Source: an optimization exercise on an open RTL-to-GDS flow (aim: small area, a short achievable clock period and few clock cycles per item). Production flows keep margins and buffers that such runs may drop.
In this exercise RTL edits were held to simulation tests only and were not proved equivalent to the original.
No activity file was given, so power comes from the tool's default toggle rates.

==> 05-17: inputs <==
// regional_max
module regional_max
#(
    parameter int M            = eda_regional_max_pkg::DEF_M,
    parameter int N            = eda_regional_max_pkg::DEF_N,
    parameter int PIXEL_WIDTH  = eda_regional_max_pkg::DEF_PIXEL_WIDTH,
    parameter int WINDOW_WIDTH = eda_regional_max_pkg::DEF_WINDOW_WIDTH,
    parameter int I_WIDTH      = eda_regional_max_pkg::DEF_I_WIDTH,
    parameter int J_WIDTH      = eda_regional_max_pkg::DEF_J_WIDTH,
    parameter int ADDR_WIDTH   = I_WIDTH + J_WIDTH
) (
    input  logic                   clk,
    input  logic                   reset_n,
    input  logic [PIXEL_WIDTH-1:0] pixel_in,
    input  logic [ADDR_WIDTH-1:0]  rd_addr,
    input  logic                   start,
    input  logic [ADDR_WIDTH-1:0]  wr_addr,
    input  logic                   write_en,
    output logic                   done,
    output logic [M*N-1:0]        matrix_output
);
==> module regional_max_window, before the edit <==
module regional_max_window (
    input  logic clk,
    input  logic idle_i,    
    input  logic a_i,       
    input  logic b_i,       
    output logic eq_o,      
    output logic a_gt_o,    
    output logic b_gt_o     
);
    logic eq_q;
    assign a_gt_o = eq_q & a_i & ~b_i;
    assign b_gt_o = eq_q & b_i & ~a_i;
    always_ff @(posedge clk) eq_q <= (eq_q & ~(a_i ^ b_i)) | idle_i;
    assign eq_o = eq_q;
endmodule
==> module regional_max, before the edit <==
module regional_max
#(
    parameter int M            = eda_regional_max_pkg::DEF_M,
    parameter int N            = eda_regional_max_pkg::DEF_N,
    parameter int PIXEL_WIDTH  = eda_regional_max_pkg::DEF_PIXEL_WIDTH,
    parameter int WINDOW_WIDTH = eda_regional_max_pkg::DEF_WINDOW_WIDTH,
    parameter int I_WIDTH      = eda_regional_max_pkg::DEF_I_WIDTH,
    parameter int J_WIDTH      = eda_regional_max_pkg::DEF_J_WIDTH,
    parameter int ADDR_WIDTH   = I_WIDTH + J_WIDTH
) (
    input  logic                   clk,
    input  logic                   reset_n,
    input  logic [PIXEL_WIDTH-1:0] pixel_in,
    input  logic [ADDR_WIDTH-1:0]  rd_addr,
    input  logic                   start,
    input  logic [ADDR_WIDTH-1:0]  wr_addr,
    input  logic                   write_en,
    output logic                   done,
    output logic [M*N-1:0]        matrix_output
);
    localparam int P  = M * N;
    localparam int SW = 4;    
    logic unused_rd_addr;
    assign unused_rd_addr = ^rd_addr;
    logic          busy_q;      
    logic          cmp_q;       
    logic          itr_q;       
    logic [SW-1:0] step_q;      
    logic          done_q;
    logic          changed;
    logic                   we_q;
    logic [ADDR_WIDTH-1:0]  wa_q;
    logic [PIXEL_WIDTH-1:0] wd_q;
    always_ff @(posedge clk) begin
        if (!reset_n) we_q <= 1'b0;
        else          we_q <= write_en & ~busy_q;
        wa_q <= wr_addr;
        wd_q <= pixel_in;
    end
    logic [PIXEL_WIDTH-1:0] img_q [P];
    logic [P-1:0]           bp;       
    for (genvar p = 0; p < P; p++) begin : g_img
        localparam int R = p / N;
        localparam int C = p % N;
        always_ff @(posedge clk) begin
            if (we_q && wa_q[ADDR_WIDTH-1:J_WIDTH] == I_WIDTH'(R) &&
                wa_q[J_WIDTH-1:0] == J_WIDTH'(C))
                img_q[p] <= wd_q;
            else if (cmp_q)
                img_q[p] <= {img_q[p][PIXEL_WIDTH-2:0], img_q[p][PIXEL_WIDTH-1]};
        end
        assign bp[p] = img_q[p][PIXEL_WIDTH-1] & cmp_q;
    end
    logic [P-1:0] hit;           
    logic [7:0]   nb_eq  [P];    
    logic [7:0]   up_hit [P];    
    function automatic int dr(input int d);
        case (d)
            0, 1, 7: dr = -1;
            3, 4, 5: dr = 1;
            default: dr = 0;
        endcase
    endfunction
    function automatic int dc(input int d);
        case (d)
            1, 2, 3: dc = 1;
            5, 6, 7: dc = -1;
            default: dc = 0;
        endcase
    endfunction
    for (genvar p = 0; p < P; p++) begin : g_pix
        localparam int R = p / N;
        localparam int C = p % N;
        for (genvar d = 0; d < 8; d++) begin : g_dir
            localparam int RR = R + dr(d);
            localparam int CC = C + dc(d);
            localparam bit V  = (RR >= 0) && (RR < M) && (CC >= 0) && (CC < N);
            localparam int Q  = V ? RR * N + CC : 0;
            if (V && d >= 2 && d <= 5) begin : g_own
                logic e_eq, a_gt, b_gt;
                regional_max_window u_edge (
                    .clk    (clk),
                    .idle_i (~busy_q),
                    .a_i    (bp[p]),
                    .b_i    (bp[Q]),
                    .eq_o   (e_eq),
                    .a_gt_o (a_gt),
                    .b_gt_o (b_gt)
                );
                assign nb_eq[p][d]  = e_eq;
                assign up_hit[p][d] = b_gt;
            end else if (V) begin : g_peer
                assign nb_eq[p][d]  = g_pix[Q].g_dir[(d + 4) % 8].g_own.e_eq;
                assign up_hit[p][d] = g_pix[Q].g_dir[(d + 4) % 8].g_own.a_gt;
            end else begin : g_none
                assign nb_eq[p][d]  = 1'b0;
                assign up_hit[p][d] = 1'b0;
            end
        end
        assign hit[p] = |up_hit[p];
    end
    logic [P-1:0] hi_q;      
    logic [P-1:0] flag_q;    
    logic [P-1:0] clr;
    for (genvar p = 0; p < P; p++) begin : g_flag
        logic [7:0] eq_clr;
        for (genvar d = 0; d < 8; d++) begin : g_d
            localparam int RR = p / N + dr(d);
            localparam int CC = p % N + dc(d);
            localparam bit V  = (RR >= 0) && (RR < M) && (CC >= 0) && (CC < N);
            localparam int Q  = V ? RR * N + CC : 0;
            if (V) begin : g_v
                assign eq_clr[d] = nb_eq[p][d] & ~flag_q[Q];
            end else begin : g_n
                assign eq_clr[d] = 1'b0;
            end
        end
        assign clr[p] = hi_q[p] | (|eq_clr);
    end
    assign changed = |(flag_q & clr);
    always_ff @(posedge clk) hi_q <= (hi_q & {P{busy_q}}) | hit;
    always_ff @(posedge clk) begin
        if (!reset_n) begin
            busy_q  <= 1'b0;
            cmp_q   <= 1'b0;
            itr_q   <= 1'b0;
            step_q  <= '0;
            done_q  <= 1'b0;
            flag_q  <= '0;
        end else begin
            done_q  <= 1'b0;
            if (!busy_q) begin
                if (start) begin
                    busy_q  <= 1'b1;
                    cmp_q   <= 1'b1;
                    step_q  <= SW'(PIXEL_WIDTH - 1);
                end
            end else if (cmp_q) begin
                step_q <= step_q - SW'(1);
                if (step_q == '0) begin
                    cmp_q  <= 1'b0;
                    itr_q  <= 1'b1;
                    flag_q <= ~(hi_q | hit);
                end
            end else if (itr_q) begin
                flag_q <= flag_q & ~clr;
                if (!changed) begin
                    itr_q  <= 1'b0;
                    busy_q <= 1'b0;
                    done_q <= 1'b1;
                end
            end
        end
    end
    assign done          = done_q;
    assign matrix_output = flag_q;
endmodule
export LEC_CHECK = 0
export ABC_CLOCK_PERIOD_IN_PS = 3000
export CAP_MARGIN = 20
export CORE_MARGIN = 2
export CORE_UTILIZATION = 60
export SETUP_SLACK_MARGIN = 5.0
export SLEW_MARGIN = 20
create_clock -name core_clock -period 9.0 [get_ports {clk}]
run.sh (not shown) runs the stock make flow with config.mk's settings and CLKGATE_MAP_FILE= SYNTH_SCRIPT=/design/flow/synth_recipe.tcl, a recipe that flattens the netlist after the stock synthesis.
==> 08-16: changes against 05-17 <==
==> flow/design.v (replaced) <==
package eda_regional_max_pkg;
    localparam int DEF_M            = 8;
    localparam int DEF_N            = 8;
    localparam int DEF_PIXEL_WIDTH  = 8;
    localparam int DEF_WINDOW_WIDTH = 3;
    localparam int DEF_I_WIDTH      = 3;
    localparam int DEF_J_WIDTH      = 3;
endpackage
module regional_max_window (
    input  logic clk,
    input  logic rearm_i,   
    input  logic a_i,       
    input  logic b_i,       
    output logic eq_o       
);
    logic eq_q;
    always_ff @(posedge clk) eq_q <= (eq_q & ~(a_i ^ b_i)) | rearm_i;
    assign eq_o = eq_q;
endmodule
module regional_max
#(
    parameter int M            = eda_regional_max_pkg::DEF_M,
    parameter int N            = eda_regional_max_pkg::DEF_N,
    parameter int PIXEL_WIDTH  = eda_regional_max_pkg::DEF_PIXEL_WIDTH,
    parameter int WINDOW_WIDTH = eda_regional_max_pkg::DEF_WINDOW_WIDTH,
    parameter int I_WIDTH      = eda_regional_max_pkg::DEF_I_WIDTH,
    parameter int J_WIDTH      = eda_regional_max_pkg::DEF_J_WIDTH,
    parameter int ADDR_WIDTH   = I_WIDTH + J_WIDTH
) (
    input  logic                   clk,
    input  logic                   reset_n,
    input  logic [PIXEL_WIDTH-1:0] pixel_in,
    input  logic [ADDR_WIDTH-1:0]  rd_addr,
    input  logic                   start,
    input  logic [ADDR_WIDTH-1:0]  wr_addr,
    input  logic                   write_en,
    output logic                   done,
    output logic [M*N-1:0]        matrix_output
);
    localparam int P  = M * N;
    logic unused_rd_addr;
    assign unused_rd_addr = ^rd_addr;
    logic          busy_q;      
    logic          cmp_q;       
    logic          itr_q;       
    logic          done_q;
    logic          changed;
    logic [PIXEL_WIDTH-1:0] img_q [P];
    logic [PIXEL_WIDTH-1:0] bsel_q;   
    logic [P-1:0]           bp;       
    for (genvar p = 0; p < P; p++) begin : g_img
        localparam int R = p / N;
        localparam int C = p % N;
        always_ff @(posedge clk) begin
            if (write_en && !busy_q && wr_addr[ADDR_WIDTH-1:J_WIDTH] == I_WIDTH'(R) &&
                wr_addr[J_WIDTH-1:0] == J_WIDTH'(C))
                img_q[p] <= pixel_in;
        end
        assign bp[p] = |(img_q[p] & bsel_q);
    end
    logic [P-1:0] flag_q;    
    logic [P-1:0] snd;       
    logic [P-1:0] clr;       
    assign snd = bp | ({P{itr_q}} & ~flag_q);
    logic rearm;
    assign rearm = ~busy_q & ~(start & ~done_q);
    function automatic int dr(input int d);
        case (d)
            0, 1, 7: dr = -1;
            3, 4, 5: dr = 1;
            default: dr = 0;
        endcase
    endfunction
    function automatic int dc(input int d);
        case (d)
            1, 2, 3: dc = 1;
            5, 6, 7: dc = -1;
            default: dc = 0;
        endcase
    endfunction
    for (genvar p = 0; p < P; p++) begin : g_pix
        localparam int R = p / N;
        localparam int C = p % N;
        logic [7:0] nb_eq;    
        logic [7:0] nb_hit;   
        for (genvar d = 0; d < 8; d++) begin : g_dir
            localparam int RR = R + dr(d);
            localparam int CC = C + dc(d);
            localparam bit V  = (RR >= 0) && (RR < M) && (CC >= 0) && (CC < N);
            localparam int Q  = V ? RR * N + CC : 0;
            if (V && d >= 2 && d <= 5) begin : g_own
                logic e_eq;
                regional_max_window u_edge (
                    .clk    (clk),
                    .rearm_i(rearm),
                    .a_i    (bp[p]),
                    .b_i    (bp[Q]),
                    .eq_o   (e_eq)
                );
                assign nb_eq[d] = e_eq;
            end else if (V) begin : g_peer
                assign nb_eq[d] = g_pix[Q].g_dir[(d + 4) % 8].g_own.e_eq;
            end else begin : g_none
                assign nb_eq[d] = 1'b0;
            end
            if (V) begin : g_s
                assign nb_hit[d] = nb_eq[d] & snd[Q];
            end else begin : g_ns
                assign nb_hit[d] = 1'b0;
            end
        end
        assign clr[p] = ~bp[p] & (|nb_hit);
    end
    assign changed = |(flag_q & clr);
    logic chg_q;
    always_ff @(posedge clk) chg_q <= changed | cmp_q;
    localparam logic [PIXEL_WIDTH-1:0] MSB = {1'b1, {(PIXEL_WIDTH-1){1'b0}}};
    always_ff @(posedge clk) begin
        if (!reset_n) begin
            busy_q  <= 1'b0;
            cmp_q   <= 1'b0;
            itr_q   <= 1'b0;
            bsel_q  <= MSB;
            done_q  <= 1'b0;
            flag_q  <= '0;
        end else begin
            done_q  <= 1'b0;
            if (!busy_q) begin
                if (start) begin
                    busy_q  <= 1'b1;
                    cmp_q   <= 1'b1;
                    if (done_q) begin
                        flag_q <= '1;
                    end else begin
                        flag_q <= ~clr;
                        bsel_q <= bsel_q >> 1;
                    end
                end
            end else if (cmp_q) begin
                bsel_q <= bsel_q >> 1;
                flag_q <= flag_q & ~clr;
                if (bsel_q[0]) begin
                    cmp_q  <= 1'b0;
                    itr_q  <= 1'b1;
                end
            end else if (itr_q) begin
                flag_q <= flag_q & ~clr;
                if (!chg_q) begin
                    itr_q  <= 1'b0;
                    busy_q <= 1'b0;
                    done_q <= 1'b1;
                    bsel_q <= MSB;
                end
            end
        end
    end
    assign done          = done_q;
    assign matrix_output = flag_q;
endmodule
==> flow/flow/run.sh (new file) <==
#!/bin/bash
# Standard layout, with timing repair aiming 6 ns above the 9 ns clock's
# requirement (i.e. for a 3 ns period), to find the shortest period the design
# reaches. The clock and constraints are the design's, unchanged.
set -euo pipefail
export SETUP_SLACK_MARGIN=6.0
bash standard.sh finish > standard_flow.log 2>&1
==> flow/standard.sh (new file) <==
#!/bin/bash
# synth_recipe.tcl (not shown) runs the flow's synth.tcl, then flattens the netlist and writes it again
# the make line also repeats each setting of config.mk as NAME=value (left out here)
make -C /OpenROAD-flow-scripts/flow DESIGN_CONFIG=/design/flow/config.mk WORK_HOME=/design/flow/orfs CLKGATE_MAP_FILE= SYNTH_SCRIPT=/design/flow/synth_recipe.tcl "${@:-finish}"
ABC_AREA = 1   (was default)
SETUP_SLACK_MARGIN = default   (was 5.0)
removed: flow/run.sh
==> 11-01: changes against 05-17 <==
==> flow/design.v (replaced) <==
package eda_regional_max_pkg;
    localparam int DEF_M            = 8;
    localparam int DEF_N            = 8;
    localparam int DEF_PIXEL_WIDTH  = 8;
    localparam int DEF_WINDOW_WIDTH = 3;
    localparam int DEF_I_WIDTH      = 3;
    localparam int DEF_J_WIDTH      = 3;
endpackage
module regional_max_window (
    input  logic clk,
    input  logic rearm_i,   
    input  logic a_i,       
    input  logic b_i,       
    output logic eq_o       
);
    logic eq_q;
    always_ff @(posedge clk) eq_q <= (eq_q & ~(a_i ^ b_i)) | rearm_i;
    assign eq_o = eq_q;
endmodule
module regional_max
#(
    parameter int M            = eda_regional_max_pkg::DEF_M,
    parameter int N            = eda_regional_max_pkg::DEF_N,
    parameter int PIXEL_WIDTH  = eda_regional_max_pkg::DEF_PIXEL_WIDTH,
    parameter int WINDOW_WIDTH = eda_regional_max_pkg::DEF_WINDOW_WIDTH,
    parameter int I_WIDTH      = eda_regional_max_pkg::DEF_I_WIDTH,
    parameter int J_WIDTH      = eda_regional_max_pkg::DEF_J_WIDTH,
    parameter int ADDR_WIDTH   = I_WIDTH + J_WIDTH
) (
    input  logic                   clk,
    input  logic                   reset_n,
    input  logic [PIXEL_WIDTH-1:0] pixel_in,
    input  logic [ADDR_WIDTH-1:0]  rd_addr,
    input  logic                   start,
    input  logic [ADDR_WIDTH-1:0]  wr_addr,
    input  logic                   write_en,
    output logic                   done,
    output logic [M*N-1:0]        matrix_output
);
    localparam int P  = M * N;
    logic unused_rd_addr;
    assign unused_rd_addr = ^rd_addr;
    logic          busy_q;      
    logic          cmp_q;       
    logic          itr_q;       
    logic          done_q;
    logic          changed;     
    logic [PIXEL_WIDTH-1:0] img_q [P];
    logic [PIXEL_WIDTH-1:0] bsel_q;   
    logic [P-1:0]           bp;       
    for (genvar p = 0; p < P; p++) begin : g_img
        localparam int R = p / N;
        localparam int C = p % N;
        always_ff @(posedge clk) begin
            if (write_en && !busy_q && wr_addr[ADDR_WIDTH-1:J_WIDTH] == I_WIDTH'(R) &&
                wr_addr[J_WIDTH-1:0] == J_WIDTH'(C))
                img_q[p] <= pixel_in;
        end
        assign bp[p] = |(img_q[p] & bsel_q);
    end
    logic [P-1:0] flag_q;    
    logic [P-1:0] snd;       
    logic [P-1:0] clr;       
    assign snd = bp | ({P{itr_q}} & ~flag_q);
    logic rearm;
    assign rearm = ~busy_q & ~(start & ~done_q);
    function automatic int dr(input int d);
        case (d)
            0, 1, 7: dr = -1;
            3, 4, 5: dr = 1;
            default: dr = 0;
        endcase
    endfunction
    function automatic int dc(input int d);
        case (d)
            1, 2, 3: dc = 1;
            5, 6, 7: dc = -1;
            default: dc = 0;
        endcase
    endfunction
    for (genvar p = 0; p < P; p++) begin : g_pix
        localparam int R = p / N;
        localparam int C = p % N;
        logic [7:0] nb_eq;    
        logic [7:0] nb_hit;   
        for (genvar d = 0; d < 8; d++) begin : g_dir
            localparam int RR = R + dr(d);
            localparam int CC = C + dc(d);
            localparam bit V  = (RR >= 0) && (RR < M) && (CC >= 0) && (CC < N);
            localparam int Q  = V ? RR * N + CC : 0;
            if (V && d >= 2 && d <= 5) begin : g_own
                logic e_eq;
                regional_max_window u_edge (
                    .clk    (clk),
                    .rearm_i(rearm),
                    .a_i    (bp[p]),
                    .b_i    (bp[Q]),
                    .eq_o   (e_eq)
                );
                assign nb_eq[d] = e_eq;
            end else if (V) begin : g_peer
                assign nb_eq[d] = g_pix[Q].g_dir[(d + 4) % 8].g_own.e_eq;
            end else begin : g_none
                assign nb_eq[d] = 1'b0;
            end
            if (V) begin : g_s
                assign nb_hit[d] = nb_eq[d] & snd[Q];
            end else begin : g_ns
                assign nb_hit[d] = 1'b0;
            end
        end
        assign clr[p] = ~bp[p] & (|nb_hit);
    end
    logic [M-1:0] chg_q;
    for (genvar r = 0; r < M; r++) begin : g_chg
        always_ff @(posedge clk) chg_q[r] <= (|(flag_q[r*N +: N] & clr[r*N +: N])) | cmp_q;
    end
    assign changed = |chg_q;
    localparam logic [PIXEL_WIDTH-1:0] MSB = {1'b1, {(PIXEL_WIDTH-1){1'b0}}};
    always_ff @(posedge clk) begin
        if (!reset_n) begin
            busy_q  <= 1'b0;
            cmp_q   <= 1'b0;
            itr_q   <= 1'b0;
            bsel_q  <= MSB;
            done_q  <= 1'b0;
            flag_q  <= '0;
        end else begin
            done_q  <= 1'b0;
            if (!busy_q) begin
                if (start) begin
                    busy_q  <= 1'b1;
                    cmp_q   <= 1'b1;
                    if (done_q) begin
                        flag_q <= '1;
                    end else begin
                        flag_q <= ~clr;
                        bsel_q <= bsel_q >> 1;
                    end
                end
            end else if (cmp_q) begin
                bsel_q <= bsel_q >> 1;
                flag_q <= flag_q & ~clr;
                if (bsel_q[0]) begin
                    cmp_q  <= 1'b0;
                    itr_q  <= 1'b1;
                end
            end else if (itr_q) begin
                flag_q <= flag_q & ~clr;
                if (!changed) begin
                    itr_q  <= 1'b0;
                    busy_q <= 1'b0;
                    done_q <= 1'b1;
                    bsel_q <= MSB;
                end
            end
        end
    end
    assign done          = done_q;
    assign matrix_output = flag_q;
endmodule
==> flow/flow/run.sh (new file) <==
#!/bin/bash
# Standard layout, with timing repair aiming 6 ns above the 9 ns clock's
# requirement (i.e. for a 3 ns period), to find the shortest period the design
# reaches. The clock and constraints are the design's, unchanged.
set -euo pipefail
export SETUP_SLACK_MARGIN=6.0
bash standard.sh finish > standard_flow.log 2>&1
==> flow/standard.sh (new file) <==
#!/bin/bash
# synth_recipe.tcl (not shown) runs the flow's synth.tcl, then flattens the netlist and writes it again
# the make line also repeats each setting of config.mk as NAME=value (left out here)
make -C /OpenROAD-flow-scripts/flow DESIGN_CONFIG=/design/flow/config.mk WORK_HOME=/design/flow/orfs CLKGATE_MAP_FILE= SYNTH_SCRIPT=/design/flow/synth_recipe.tcl "${@:-finish}"
ABC_AREA = 1   (was default)
SETUP_SLACK_MARGIN = default   (was 5.0)
removed: flow/run.sh
==> metrics.md <==
| Metric | Value |
|---|---|
| Skew-Pair Late Insertion Delay | `~650 ps` |
| GRT met2 Usage | `between 50% and 60%` |
| Post-synthesis mux area share | `between 10% and 20%` |
| Hold Crit Start | `hi_q[28]` |
| Static Leak | `roughly 0.016 uW` |
| VDD IR max | `between 0.2 and 0.25 mV` |
| Status | `complete, no violations` |
| Starting Density | `~61%` |
| Synth Area per Inst | `11.7 um^2` |
| Worst-Margin Slew | `approximately 1300 ps` |
That was 05-17.
==> metrics.md <==
| Metric | Value |
|---|---|
| Die span in y | `around 250 um` |
| Flop pwr share | `between 40% and 50%` |
| GRT met2 Usage | `~55%` |
| Fill cells | `between 4,000 and 5,000` |
| Synth Area per Inst | `8.55 um^2` |
| Post-synthesis mux area share | `0%` |
| Status | `complete, no violations` |
| VDD IR max | `0.193 mV` |
| Starting Density | `about three fifths` |
| Post-synthesis compound-gate area fraction | `approximately 4.8%` |
| Static Leak | `~0.018 uW` |
That was 11-01.
==> metrics.md <==
| Metric | Value |
|---|---|
| Synth Area per Inst | `around 8.6 um^2` |
| Post-synthesis mux area share | `0%` |
| Static Leak | `roughly 0.018 uW` |
| Hold Crit Start | `g_pix[52].g_dir[4].g_own.u_edge.eq_q` |
| Starting Density | `~61%` |
| Status | `complete, no violations` |
| Worst-Margin Slew | `about 1100 ps` |
| Skew-Pair Late Insertion Delay | `660 ps` |
| Synth Instances | `roughly 4,000` |
That was 08-16.
Testbench counts of 05-17, summed over its fixed seeds: cycles 38,141, images 512.
Testbench counts of 08-16, summed over its fixed seeds: cycles 38,141, images 512.
Testbench counts of 11-01, summed over its fixed seeds: cycles 38,141, images 512.

==> port drivers added, routing unchanged <==
In the flow no input, the clock included, has a driving cell. The finished layouts below were timed again as built, in two steps.
Step 1 (the two cells are an assumption about what drives the block):
set clk [get_ports {clk}]
set_driving_cell -lib_cell sky130_fd_sc_hd__clkbuf_16 $clk
set_driving_cell -lib_cell sky130_fd_sc_hd__buf_2 [delete_from_list [all_inputs] $clk]
Step 2, shift: input delay + t, output delay - t, t = (earliest + latest rising clock arrival at the registers) / 2. This alone moves slack from input paths to output paths.
a / b / c = ideal ports / drivers / drivers and shift; a / b = the first two.
run	shift t [ns]	setup WS [ns]	clock arrival spread, ns	worst data-port slew with drivers (ns)	pins driven straight from the clock port
05-17	0.706	5.121 / 5.055 / 5.512	0.025 / 0.025	0.07	1
08-16	0.704	6.000 / 5.958 / 5.420	0.033 / 0.033	0.03	1
11-01	0.700	5.964 / 5.958 / 5.352	0.033 / 0.033	0.05	1
After both steps every run listed still meets setup and hold. For 11-01, which loses most, drivers alone change the setup slack by -0.006 ns; drivers and shift together by -0.612 ns.
